Context: an optimization exercise on an open-source flow, tuned for small area, a short achievable clock period and few clock cycles per item. The choices shown serve that exercise and are no tape-out recipe.
In this exercise RTL edits were held to simulation tests only and were not proved equivalent to the original.
Power is estimated from default activity; no workload was simulated.

### design/flow/run.sh
#!/bin/bash
# synth_recipe.tcl (not shown) runs the flow's synth.tcl, then flattens the netlist and writes it again
# the make line also repeats each setting of config.mk as NAME=value (left out here)
make -C /OpenROAD-flow-scripts/flow DESIGN_CONFIG=/design/flow/config.mk WORK_HOME=/design/flow/orfs CLKGATE_MAP_FILE= SYNTH_SCRIPT=/design/flow/synth_recipe.tcl finish
### design/flow/config.mk
export PLATFORM = sky130hd
export DESIGN_NAME = ooo_top
export DESIGN_NICKNAME = ooo_top
export VERILOG_FILES = /design/flow/design.v
export SDC_FILE = /design/flow/constraint.sdc
export NUM_CORES = 4
export LEC_CHECK = 0
export CAP_MARGIN = 20
export CORE_MARGIN = 2
export CORE_UTILIZATION = 30
export PLACE_DENSITY = 0.5
export SLEW_MARGIN = 20
### design/flow/constraint.sdc
create_clock -name core_clock -period 8.0 [get_ports {clock}]
set_input_delay 1.6000 -clock core_clock [delete_from_list [all_inputs] [get_ports {clock}]]
set_output_delay 1.6000 -clock core_clock [all_outputs]
set_load 0.01 [all_outputs]
### design/flow/design.v
`default_nettype none
package ooo_pkg;
   localparam int data_width  = 32;
   localparam int num_regs    = 16;
   localparam int rob_depth   = 8;
   localparam int rs_depth    = 4;
   localparam int mult_stages = 3;
   typedef logic [$clog2(num_regs)-1:0]  reg_idx_t;
   typedef logic [$clog2(rob_depth)-1:0] rob_tag_t;
   typedef enum logic [2:0] {
      op_li,
      op_add,
      op_sub,
      op_and,
      op_xor,
      op_mul
   } op_e;
   typedef struct packed {
      op_e         op;
      reg_idx_t    rd;
      reg_idx_t    rs1;
      reg_idx_t    rs2;
      logic [15:0] imm;
   } inst_t;
   typedef struct packed {
      logic                  ready;
      rob_tag_t              tag;
      logic [data_width-1:0] value;
   } operand_t;
   typedef struct packed {
      op_e                   op;
      rob_tag_t              tag;
      logic [data_width-1:0] opa;
      logic [data_width-1:0] opb;
   } issue_t;
   typedef struct packed {
      logic                  valid;
      rob_tag_t              tag;
      logic [data_width-1:0] value;
   } cdb_t;
   typedef struct packed {
      logic                  valid;
      reg_idx_t              rd;
      logic [data_width-1:0] value;
   } commit_t;
endpackage
`default_nettype wire
`timescale 1ns/1ps
`default_nettype none
module register_map (
   input  wire                    clock,
   input  wire                    reset,
   input  wire                    dispatch_fire,
   input  wire ooo_pkg::inst_t    dispatch_inst,
   input  wire ooo_pkg::rob_tag_t dispatch_tag,
   input  wire ooo_pkg::cdb_t     cdb,
   input  wire ooo_pkg::commit_t  commit,
   output ooo_pkg::operand_t      src1,
   output ooo_pkg::operand_t      src2
);
   logic [ooo_pkg::data_width-1:0] arch_value [ooo_pkg::num_regs];
   logic [ooo_pkg::data_width-1:0] fwd_value [ooo_pkg::num_regs];
   ooo_pkg::rob_tag_t              pend_tag [ooo_pkg::num_regs];
   logic [ooo_pkg::num_regs-1:0]   pending;
   logic [ooo_pkg::num_regs-1:0]   have_value;
   ooo_pkg::rob_tag_t              retire_tag;
   function automatic ooo_pkg::operand_t lookup(input ooo_pkg::reg_idx_t idx);
      ooo_pkg::operand_t opnd;
      opnd.ready = 1'b1;
      opnd.tag   = pend_tag[idx];
      opnd.value = arch_value[idx];
      if (pending[idx]) begin
         opnd.ready = have_value[idx];
         opnd.value = fwd_value[idx];
         if (cdb.valid && cdb.tag == pend_tag[idx]) begin
            opnd.ready = 1'b1;
            opnd.value = cdb.value;
         end
      end
      lookup = opnd;
   endfunction
   always_comb begin
      src1 = lookup(dispatch_inst.rs1);
      src2 = lookup(dispatch_inst.rs2);
   end
   always_ff @(posedge clock) begin
      if (reset) begin
         pending    <= '0;
         have_value <= '0;
         retire_tag <= '0;
         for (int r = 0; r < ooo_pkg::num_regs; r++) begin
            arch_value[r] <= '0;
         end
      end else begin
         for (int r = 0; r < ooo_pkg::num_regs; r++) begin
            if (cdb.valid && pending[r] && cdb.tag == pend_tag[r]) begin
               have_value[r] <= 1'b1;
               fwd_value[r]  <= cdb.value;
            end
         end
         if (commit.valid) begin
            arch_value[commit.rd] <= commit.value;
            retire_tag            <= retire_tag + 1'b1;
            if (pend_tag[commit.rd] == retire_tag) begin
               pending[commit.rd] <= 1'b0;
            end
         end
         if (dispatch_fire) begin
            pending[dispatch_inst.rd]    <= 1'b1;
            have_value[dispatch_inst.rd] <= 1'b0;
            pend_tag[dispatch_inst.rd]   <= dispatch_tag;
         end
      end
   end
endmodule
`default_nettype wire
`timescale 1ns/1ps
`default_nettype none
module reorder_buffer (
   input  wire                    clock,
   input  wire                    reset,
   input  wire                    dispatch_fire,
   input  wire ooo_pkg::reg_idx_t dispatch_rd,
   input  wire ooo_pkg::cdb_t     cdb,
   output ooo_pkg::rob_tag_t      alloc_tag,
   output logic                   full,
   output ooo_pkg::commit_t       commit
);
   typedef logic [$clog2(ooo_pkg::rob_depth):0] count_t;
   logic [ooo_pkg::rob_depth-1:0]  done;
   ooo_pkg::reg_idx_t              dest [ooo_pkg::rob_depth];
   logic [ooo_pkg::data_width-1:0] result [ooo_pkg::rob_depth];
   ooo_pkg::rob_tag_t              head;
   ooo_pkg::rob_tag_t              tail;
   count_t                         count;
   logic                           retire;
   assign retire    = (count != '0) && done[head];
   assign alloc_tag = tail;
   assign full      = (count == count_t'(ooo_pkg::rob_depth));
   always_comb begin
      commit.valid = retire;
      commit.rd    = dest[head];
      commit.value = result[head];
   end
   always_ff @(posedge clock) begin
      if (reset) begin
         head  <= '0;
         tail  <= '0;
         count <= '0;
         done  <= '0;
      end else begin
         if (cdb.valid) begin
            done[cdb.tag] <= 1'b1;
         end
         if (dispatch_fire) begin
            done[tail] <= 1'b0;
            tail       <= tail + 1'b1;
         end
         if (retire) begin
            head <= head + 1'b1;
         end
         count <= count + count_t'(dispatch_fire) - count_t'(retire);
      end
   end
   always_ff @(posedge clock) begin
      if (dispatch_fire) begin
         dest[tail] <= dispatch_rd;
      end
      if (cdb.valid) begin
         result[cdb.tag] <= cdb.value;
      end
   end
endmodule
`default_nettype wire
`timescale 1ns/1ps
`default_nettype none
module reservation_station (
   input  wire                    clock,
   input  wire                    reset,
   input  wire                    dispatch_fire,
   input  wire ooo_pkg::inst_t    dispatch_inst,
   input  wire ooo_pkg::rob_tag_t dispatch_tag,
   input  wire ooo_pkg::operand_t src1,
   input  wire ooo_pkg::operand_t src2,
   input  wire ooo_pkg::cdb_t     cdb,
   input  wire                    alu_busy,
   output logic                   full,
   output ooo_pkg::issue_t        alu_issue,
   output ooo_pkg::issue_t        mult_issue
);
   typedef logic [$clog2(ooo_pkg::rs_depth)-1:0] slot_t;
   logic [ooo_pkg::rs_depth-1:0]   e_busy;
   ooo_pkg::op_e                   e_op [ooo_pkg::rs_depth];
   ooo_pkg::rob_tag_t              e_tag [ooo_pkg::rs_depth];
   logic [ooo_pkg::rs_depth-1:0]   e_rdy1;
   logic [ooo_pkg::rs_depth-1:0]   e_rdy2;
   ooo_pkg::rob_tag_t              e_tag1 [ooo_pkg::rs_depth];
   ooo_pkg::rob_tag_t              e_tag2 [ooo_pkg::rs_depth];
   logic [ooo_pkg::data_width-1:0] e_val1 [ooo_pkg::rs_depth];
   logic [ooo_pkg::data_width-1:0] e_val2 [ooo_pkg::rs_depth];
   ooo_pkg::operand_t              fill1;
   ooo_pkg::operand_t              fill2;
   logic [ooo_pkg::rs_depth-1:0] older [ooo_pkg::rs_depth];
   logic [ooo_pkg::rs_depth-1:0] busy;
   logic [ooo_pkg::rs_depth-1:0] ready;
   logic [ooo_pkg::rs_depth-1:0] alu_cand;
   logic [ooo_pkg::rs_depth-1:0] mult_cand;
   logic [ooo_pkg::rs_depth-1:0] alu_sel;
   logic [ooo_pkg::rs_depth-1:0] mult_sel;
   slot_t                        free_slot;
   slot_t                        alu_slot;
   slot_t                        mult_slot;
   always_comb begin
      fill1 = src1;
      fill2 = src2;
      if (dispatch_inst.op == ooo_pkg::op_li) begin
         fill1.ready = 1'b1;
         fill1.value = {{(ooo_pkg::data_width-16){dispatch_inst.imm[15]}}, dispatch_inst.imm};
         fill2.ready = 1'b1;
      end
   end
   always_comb begin
      for (int i = 0; i < ooo_pkg::rs_depth; i++) begin
         busy[i]      = e_busy[i];
         ready[i]     = e_busy[i] && e_rdy1[i] && e_rdy2[i];
         alu_cand[i]  = ready[i] && e_op[i] != ooo_pkg::op_mul && !alu_busy;
         mult_cand[i] = ready[i] && e_op[i] == ooo_pkg::op_mul;
      end
   end
   always_comb begin
      alu_sel  = alu_cand;
      mult_sel = mult_cand;
      for (int i = 0; i < ooo_pkg::rs_depth; i++) begin
         for (int j = 0; j < ooo_pkg::rs_depth; j++) begin
            if (alu_cand[j] && older[j][i]) alu_sel[i] = 1'b0;
            if (mult_cand[j] && older[j][i]) mult_sel[i] = 1'b0;
         end
      end
   end
   always_comb begin
      free_slot = '0;
      alu_slot  = '0;
      mult_slot = '0;
      for (int i = ooo_pkg::rs_depth - 1; i >= 0; i--) begin
         if (!busy[i]) free_slot = slot_t'(i);
         if (alu_sel[i]) alu_slot = slot_t'(i);
         if (mult_sel[i]) mult_slot = slot_t'(i);
      end
   end
   assign full = &busy;
   always_ff @(posedge clock) begin
      if (reset) begin
         e_busy <= '0;
         for (int i = 0; i < ooo_pkg::rs_depth; i++) begin
            older[i] <= '0;
         end
         alu_issue.op  <= ooo_pkg::op_mul;
         mult_issue.op <= ooo_pkg::op_li;
      end else begin
         for (int i = 0; i < ooo_pkg::rs_depth; i++) begin
            if (cdb.valid && !e_rdy1[i] && e_tag1[i] == cdb.tag) begin
               e_rdy1[i] <= 1'b1;
               e_val1[i] <= cdb.value;
            end
            if (cdb.valid && !e_rdy2[i] && e_tag2[i] == cdb.tag) begin
               e_rdy2[i] <= 1'b1;
               e_val2[i] <= cdb.value;
            end
         end
         alu_issue.op  <= ooo_pkg::op_mul;
         mult_issue.op <= ooo_pkg::op_li;
         if (|alu_sel) begin
            e_busy[alu_slot] <= 1'b0;
            alu_issue.op     <= e_op[alu_slot];
            alu_issue.tag    <= e_tag[alu_slot];
            alu_issue.opa    <= e_val1[alu_slot];
            alu_issue.opb    <= e_val2[alu_slot];
         end
         if (|mult_sel) begin
            e_busy[mult_slot] <= 1'b0;
            mult_issue.op     <= e_op[mult_slot];
            mult_issue.tag    <= e_tag[mult_slot];
            mult_issue.opa    <= e_val1[mult_slot];
            mult_issue.opb    <= e_val2[mult_slot];
         end
         if (dispatch_fire) begin
            e_busy[free_slot] <= 1'b1;
            e_op[free_slot]   <= dispatch_inst.op;
            e_tag[free_slot]  <= dispatch_tag;
            e_rdy1[free_slot] <= fill1.ready;
            e_tag1[free_slot] <= fill1.tag;
            e_val1[free_slot] <= fill1.value;
            e_rdy2[free_slot] <= fill2.ready;
            e_tag2[free_slot] <= fill2.tag;
            e_val2[free_slot] <= fill2.value;
            for (int j = 0; j < ooo_pkg::rs_depth; j++) begin
               older[free_slot][j] <= 1'b0;
               older[j][free_slot] <= busy[j];
            end
         end
      end
   end
endmodule
`default_nettype wire
`timescale 1ns/1ps
`default_nettype none
module exec_units (
   input  wire                  clock,
   input  wire                  reset,
   input  wire ooo_pkg::issue_t alu_issue,
   input  wire ooo_pkg::issue_t mult_issue,
   input  wire                  alu_grant,
   output ooo_pkg::cdb_t        alu_result,
   output ooo_pkg::cdb_t        mult_result,
   output logic                 alu_busy
);
   ooo_pkg::cdb_t                    alu_hold;
   logic [ooo_pkg::mult_stages-1:0]  mult_valid;
   ooo_pkg::rob_tag_t                mult_tag [ooo_pkg::mult_stages];
   logic [ooo_pkg::data_width-1:0]   mult_value [ooo_pkg::mult_stages];
   logic [ooo_pkg::data_width-1:0]   alu_value;
   logic [2*ooo_pkg::data_width-1:0] product;
   logic                             alu_fire;
   logic                             mult_fire;
   assign alu_fire  = (alu_issue.op != ooo_pkg::op_mul);
   assign mult_fire = (mult_issue.op == ooo_pkg::op_mul);
   always_comb begin
      case (alu_issue.op)
         ooo_pkg::op_add: alu_value = alu_issue.opa + alu_issue.opb;
         ooo_pkg::op_sub: alu_value = alu_issue.opa - alu_issue.opb;
         ooo_pkg::op_and: alu_value = alu_issue.opa & alu_issue.opb;
         ooo_pkg::op_xor: alu_value = alu_issue.opa ^ alu_issue.opb;
         default:         alu_value = alu_issue.opa;
      endcase
   end
   assign alu_busy = (alu_hold.valid && !alu_grant) ||
                     (alu_fire && mult_valid[ooo_pkg::mult_stages-2]);
   assign product = mult_issue.opa * mult_issue.opb;
   always_ff @(posedge clock) begin
      if (reset) begin
         alu_hold.valid <= 1'b0;
         mult_valid     <= '0;
      end else begin
         if (alu_fire) begin
            alu_hold <= {1'b1, alu_issue.tag, alu_value};
         end else if (alu_grant) begin
            alu_hold.valid <= 1'b0;
         end
         mult_valid[0] <= mult_fire;
         for (int s = 1; s < ooo_pkg::mult_stages; s++) begin
            mult_valid[s] <= mult_valid[s-1];
         end
      end
   end
   always_ff @(posedge clock) begin
      mult_tag[0]   <= mult_issue.tag;
      mult_value[0] <= product[ooo_pkg::data_width-1:0];
      for (int s = 1; s < ooo_pkg::mult_stages; s++) begin
         mult_tag[s]   <= mult_tag[s-1];
         mult_value[s] <= mult_value[s-1];
      end
   end
   assign alu_result  = alu_hold;
   assign mult_result = {mult_valid[ooo_pkg::mult_stages-1], mult_tag[ooo_pkg::mult_stages-1],
                         mult_value[ooo_pkg::mult_stages-1]};
endmodule
`default_nettype wire
`timescale 1ns/1ps
`default_nettype none
module cdb_arbiter (
   input  wire ooo_pkg::cdb_t alu_result,
   input  wire ooo_pkg::cdb_t mult_result,
   output ooo_pkg::cdb_t      cdb,
   output logic               alu_grant
);
   always_comb begin
      if (mult_result.valid) begin
         cdb       = mult_result;
         alu_grant = 1'b0;
      end else begin
         cdb       = alu_result;
         alu_grant = alu_result.valid;
      end
   end
endmodule
`default_nettype wire
`timescale 1ns/1ps
`default_nettype none
module ooo_core (
   input  wire                 clock,
   input  wire                 reset,
   input  wire                 dispatch_valid,
   input  wire ooo_pkg::inst_t dispatch_inst,
   output logic                dispatch_ready,
   output ooo_pkg::commit_t    commit
);
   ooo_pkg::operand_t src1;
   ooo_pkg::operand_t src2;
   ooo_pkg::rob_tag_t alloc_tag;
   ooo_pkg::issue_t   alu_issue;
   ooo_pkg::issue_t   mult_issue;
   ooo_pkg::cdb_t     alu_result;
   ooo_pkg::cdb_t     mult_result;
   ooo_pkg::cdb_t     cdb;
   logic              rob_full;
   logic              rs_full;
   logic              dispatch_fire;
   logic              alu_busy;
   logic              alu_grant;
   assign dispatch_ready = !rob_full && !rs_full;
   assign dispatch_fire  = dispatch_valid && dispatch_ready;
   register_map i_register_map (
      .clock         (clock),
      .reset         (reset),
      .dispatch_fire (dispatch_fire),
      .dispatch_inst (dispatch_inst),
      .dispatch_tag  (alloc_tag),
      .cdb           (cdb),
      .commit        (commit),
      .src1          (src1),
      .src2          (src2)
   );
   reorder_buffer i_reorder_buffer (
      .clock         (clock),
      .reset         (reset),
      .dispatch_fire (dispatch_fire),
      .dispatch_rd   (dispatch_inst.rd),
      .cdb           (cdb),
      .alloc_tag     (alloc_tag),
      .full          (rob_full),
      .commit        (commit)
   );
   reservation_station i_reservation_station (
      .clock         (clock),
      .reset         (reset),
      .dispatch_fire (dispatch_fire),
      .dispatch_inst (dispatch_inst),
      .dispatch_tag  (alloc_tag),
      .src1          (src1),
      .src2          (src2),
      .cdb           (cdb),
      .alu_busy      (alu_busy),
      .full          (rs_full),
      .alu_issue     (alu_issue),
      .mult_issue    (mult_issue)
   );
   exec_units i_exec_units (
      .clock       (clock),
      .reset       (reset),
      .alu_issue   (alu_issue),
      .mult_issue  (mult_issue),
      .alu_grant   (alu_grant),
      .alu_result  (alu_result),
      .mult_result (mult_result),
      .alu_busy    (alu_busy)
   );
   cdb_arbiter i_cdb_arbiter (
      .alu_result  (alu_result),
      .mult_result (mult_result),
      .cdb         (cdb),
      .alu_grant   (alu_grant)
   );
endmodule
`default_nettype wire
`timescale 1ns/1ps
`default_nettype none
module ooo_top (
   input  wire         clock,
   input  wire         reset,
   input  wire         dispatch_valid,
   input  wire  [2:0]  dispatch_op,
   input  wire  [3:0]  dispatch_rd,
   input  wire  [3:0]  dispatch_rs1,
   input  wire  [3:0]  dispatch_rs2,
   input  wire  [15:0] dispatch_imm,
   output logic        dispatch_ready,
   output logic        commit_valid,
   output logic [3:0]  commit_rd,
   output logic [31:0] commit_value
);
   ooo_pkg::inst_t   inst;
   ooo_pkg::commit_t commit;
   assign inst.op  = ooo_pkg::op_e'(dispatch_op);
   assign inst.rd  = dispatch_rd;
   assign inst.rs1 = dispatch_rs1;
   assign inst.rs2 = dispatch_rs2;
   assign inst.imm = dispatch_imm;
   ooo_core i_core (
      .clock          (clock),
      .reset          (reset),
      .dispatch_valid (dispatch_valid),
      .dispatch_inst  (inst),
      .dispatch_ready (dispatch_ready),
      .commit         (commit)
   );
   assign commit_valid = commit.valid;
   assign commit_rd    = commit.rd;
   assign commit_value = commit.value;
endmodule
`default_nettype wire
==> summary.txt <==
power by group through the flow:
stage	sequential, mW	combinational, mW	clock, mW
after floorplan	12.5	3.30	0
after global placement	12.6	5.35	0
after detailed placement	12.6	5.39	0
after CTS	12.4	5.43	10.2
after global routing	12.4	5.81	10.6
final	12.4	5.40	10.1
cells by family after synthesis:
group	after synthesis	share of synthesized area [%]
multiplexers	580	10.6
AND/OR/NAND/NOR	2455	10.2
flip-flops	2032	54.0
buffers and inverters	1084	3.83
AO/OA/AOI/OAI	1472	9.49
other	1	0.00343
XOR/XNOR	238	1.91
adder cells (fa/ha/maj)	627	9.98
layout make-up:
cell class                      count  share of cell area [%]
Antenna cell                       16                  0.0323
Timing Repair Buffer              384                    2.58
Clock inverter                    117                   0.854
Tap cell                         4794                    4.83
Inverter                          479                    1.45
Clock buffer                      271                    4.70
Multi-Input combinational cell   5373                    37.9
Sequential cell                  2032                    47.6
layout by cell type (no fill, tap or decap), types with 53 or more instances in the layout:
master | synthesis | final
and2_1 | 310 | 310
clkbuf_16 | 0 | 224
a22oi_1 | 210 | 210
ha_1 | 217 | 217
mux4_2 | 451 | 451
edfxtp_1 | 1841 | 1841
a21oi_1 | 403 | 402
nor2_1 | 872 | 852
dfxtp_1 | 191 | 186
nor3_1 | 81 | 74
xnor2_1 | 156 | 156
fa_1 | 410 | 410
buf_4 | 3 | 305
nand3_1 | 108 | 108
and3_1 | 53 | 53
a221oi_1 | 74 | 74
o21ai_0 | 157 | 151
xor2_1 | 81 | 81
nand2_1 | 800 | 766
a222oi_1 | 184 | 184
clkdlybuf4s50_1 | 0 | 62
inv_1 | 471 | 470
a22o_1 | 67 | 67
path summary, 6_finish.rpt:
| path | startpoint | end |
|---|---|---|
| setup / recovery | i_core.i_reservation_station.mult_issue[47] | i_core.i_exec_units.mult_value[0][31] |
| hold / removal | i_core.i_exec_units.mult_value[1][14] | i_core.i_exec_units.mult_value[2][14] |
| setup reg to reg | i_core.i_reservation_station.mult_issue[47] | i_core.i_exec_units.mult_value[0][31] |
| hold reg to reg | i_core.i_exec_units.mult_value[1][14] | i_core.i_exec_units.mult_value[2][14] |
per-layer routing:
layer  global-route usage [%]  vias up  routed length, um
met3                     4.74     1282              41900
li1                         -    31700                  -
met4                     11.8       10              26400
met5                        0        -                 71
met1                     28.9    39800             163000
met2                     37.1     4860             202000
flip-flops by register name, summed over array words and instances, names as in the netlist, 4 cells and up, named ones only:
register / cells
i_core.i_exec_units.alu_hold: 36
i_core.i_exec_units.mult_tag: 9
i_core.i_exec_units.mult_value: 96
i_core.i_register_map.arch_value: 512
i_core.i_register_map.fwd_value: 512
i_core.i_register_map.have_value: 16
i_core.i_register_map.pend_tag: 48
i_core.i_register_map.pending: 16
i_core.i_reorder_buffer.count: 4
i_core.i_reorder_buffer.dest: 32
i_core.i_reorder_buffer.done: 8
i_core.i_reorder_buffer.result: 256
i_core.i_reservation_station.alu_issue: 70
i_core.i_reservation_station.e_busy: 4
i_core.i_reservation_station.e_op: 12
i_core.i_reservation_station.e_rdy1: 4
i_core.i_reservation_station.e_rdy2: 4
i_core.i_reservation_station.e_tag: 12
i_core.i_reservation_station.e_tag1: 12
i_core.i_reservation_station.e_tag2: 12
i_core.i_reservation_station.e_val1: 128
i_core.i_reservation_station.e_val2: 128
i_core.i_reservation_station.mult_issue: 70
i_core.i_reservation_station.older: 16
critical path, delay by kind of cell (launching register included):
family / cells / cell delay (ns)
adder cells (fa/ha/maj): 9 / 4.31
AO/OA/AOI/OAI: 4 / 1.05
AND/OR/NAND/NOR: 5 / 1.04
flip-flops: 1 / 0.69
buffers and inverters: 4 / 0.21
XOR/XNOR: 1 / 0.10
metrics by stage:
step	instance area (sq um)	setup slack, ns	std cells
4_1_cts	124000	0.424	13400
5_1_grt	124000	0.0431	13500
6_report	124000	0.449	13500
2_1_floorplan	109000	1.12	8489
3_3_place_gp	117000	0.509	13100
3_5_place_dp	117000	0.493	13100
==> flow_summary.toml <==
[yosys]
synth.yosys.warnings = 8
ys_seq_elements = 2032
yosysTopAreaCell = "edfxtp_1"
ys.flop_type = "edfxtp_1"
synthTopCellsByCount = "edfxtp_1 (1841), nor2_1 (872), nand2_1 (800), clkbuf_1 (478), inv_1 (471)"
yosys-top-cells-area = "edfxtp_1 (51%), mux4_2 (9.3%), fa_1 (7.5%), dfxtp_1 (3.5%), nor2_1 (3.0%)"
synth_most_common_cell = "edfxtp_1"
syn_avg_cell_area_sq_um = 12.9
synth.top_cell.area_share_pct = 50.5
async_flop_share_pct = 0
yosysUniqueCellTypes = 91
syn_area_sq_um = 109000
synth-edff-count = 1841
yosysSeqAreaShare_pct = 54.0
synth_nets = 9150
synthCells = 8489

[clock_tree]
clkLatencyLatePin_ns = 0.94
root_buffer = "clkbuf_16"
clock-sinks = 2032
cts_htree_levels = 4
clk_pin_slew_ns = 0.07
cts_resized = 0
clk_path_buf_depth = 4
cts_buffers = 220
ctsHoldBuffers = 0
cts_setup_buffers = 0
cts_tree = "yes"

[drt]
ant_nets = 0
drt_iter0_drc = 11200
wire_per_inst_um = 32.2
drcViolationCount = 0
dr.pass1.iters = 10
via_per_inst = 5.77
num_vias = 77600
drt-total-wl_um = 433000

[sta]
whs_ns = 0.315
slew_viol_final = 0
rsz0062_at_grt = "false"
finalCritPeriodShare_pct = 94.4
clock_skew_ns = 0.101
worst_slew_pin_slew_ns = 1.32
tns_ns = 0
hold_viol = 0
relSlewSlack_pct = 11.1
finalSetupViolCount = 0
period_minus_slack_ns = 7.55
max_freq_ghz = 0.132

[worst_setup_path]
max_stage_delay_ns = 0.69
worst-path-max-fanout = 17
endpoint_kind = "flop"
start_kind = "flop"
cpMaxStageDelayCell = "edfxtp_1"
cp.arrival_ns = 8.29
path_common_cell = "fa_1"
r2r_cells = 23
path_class = "reg2reg"
cp_cell_sequence = "and2_1 > fa_1 > inv_1 > fa_1 > fa_1 > fa_1 > inv_1 > fa_1 > inv_1 > fa_1 > inv_1 > fa_1 > fa_1 > ha_1 > and2_1 > nor2b_1 > and3b_1 > nand3_1 > o31ai_1 > o41ai_1 > o211a_1 > o21ai_0 > xnor2_1"
cp_data_required_time_ns = 8.74
worst-r2r-setup-slack_ns = 0.45

[pwr]
p_leak_nw = 44.1
power_frac_clock_pct = 36.3
seqPwrFrac_pct = 44.4
p_int_mw = 19.8
p_sw_share_pct = 29.2
ir_drop_v = 0.000173
comb_power_share_pct = 19.3
p_total_mw = 27.9
p_switching_mw = 8.14
powerDensity_nw_per_um2 = 225

[placement]
port_buffers = 71
dp_hpwl_um = 276000
gp_congestion = 0.933

[grt]
overflow = 0
grt_max_degree = 89
grt_pass1_vias = 77800
antenna_found_initial = 26
grtUsageTotal_pct = 22.9
grt_pass1_wl_um = 606000

[worst_hold_path]
hold_class = "reg2reg"
hold_path_depth = 0

[final_layout]
multi_input_area_sq_um = 47000
nets = 9151
drive_gt1_share_pct = 14.9
syn_to_final_growth_pct = 13.4
utilization_pct = 34.2
nFillCells = 35400
seq_area_sq_um = 59100

[run]
drv_cap = 0

[floorplan]
core_sq_um = 363000
row_count = 221
dieWidth_um = 608
die_y_um = 608
start_util_pct = 30.2
ios = 72
die-area_sq_um = 370000

[status]
status = "no timing/DRC/antenna violations"
Testbench counts, summed over its fixed seeds: cycles 19,786, insts 16,000.

## port drivers added, routing unchanged
How much do the figures lean on ideal ports? The routed layout below was timed once more, with nothing changed but the port constraints.
Step 1, drivers: a clkbuf_16 drives clock and a buf_2 each remaining input, both assumed.
Step 2, shift: input delay + t, output delay - t, t = (earliest + latest rising clock arrival at the registers) / 2. This alone moves slack from input paths to output paths.
Slacks: ideal ports / drivers / drivers and shift; pairs: ideal ports / drivers.
t (ns): 0.997
setup slack, ns: 0.449 / 0.449 / 0.449
worst setup path at the end: register to register
worst register clock-pin slew, ns: 0.07 / 0.07
pins driven straight from the clock port: 1
After both steps this run still meets setup and hold. The setup slack of this run moves by 0.000 ns with the drivers and by 0.000 ns with both steps.
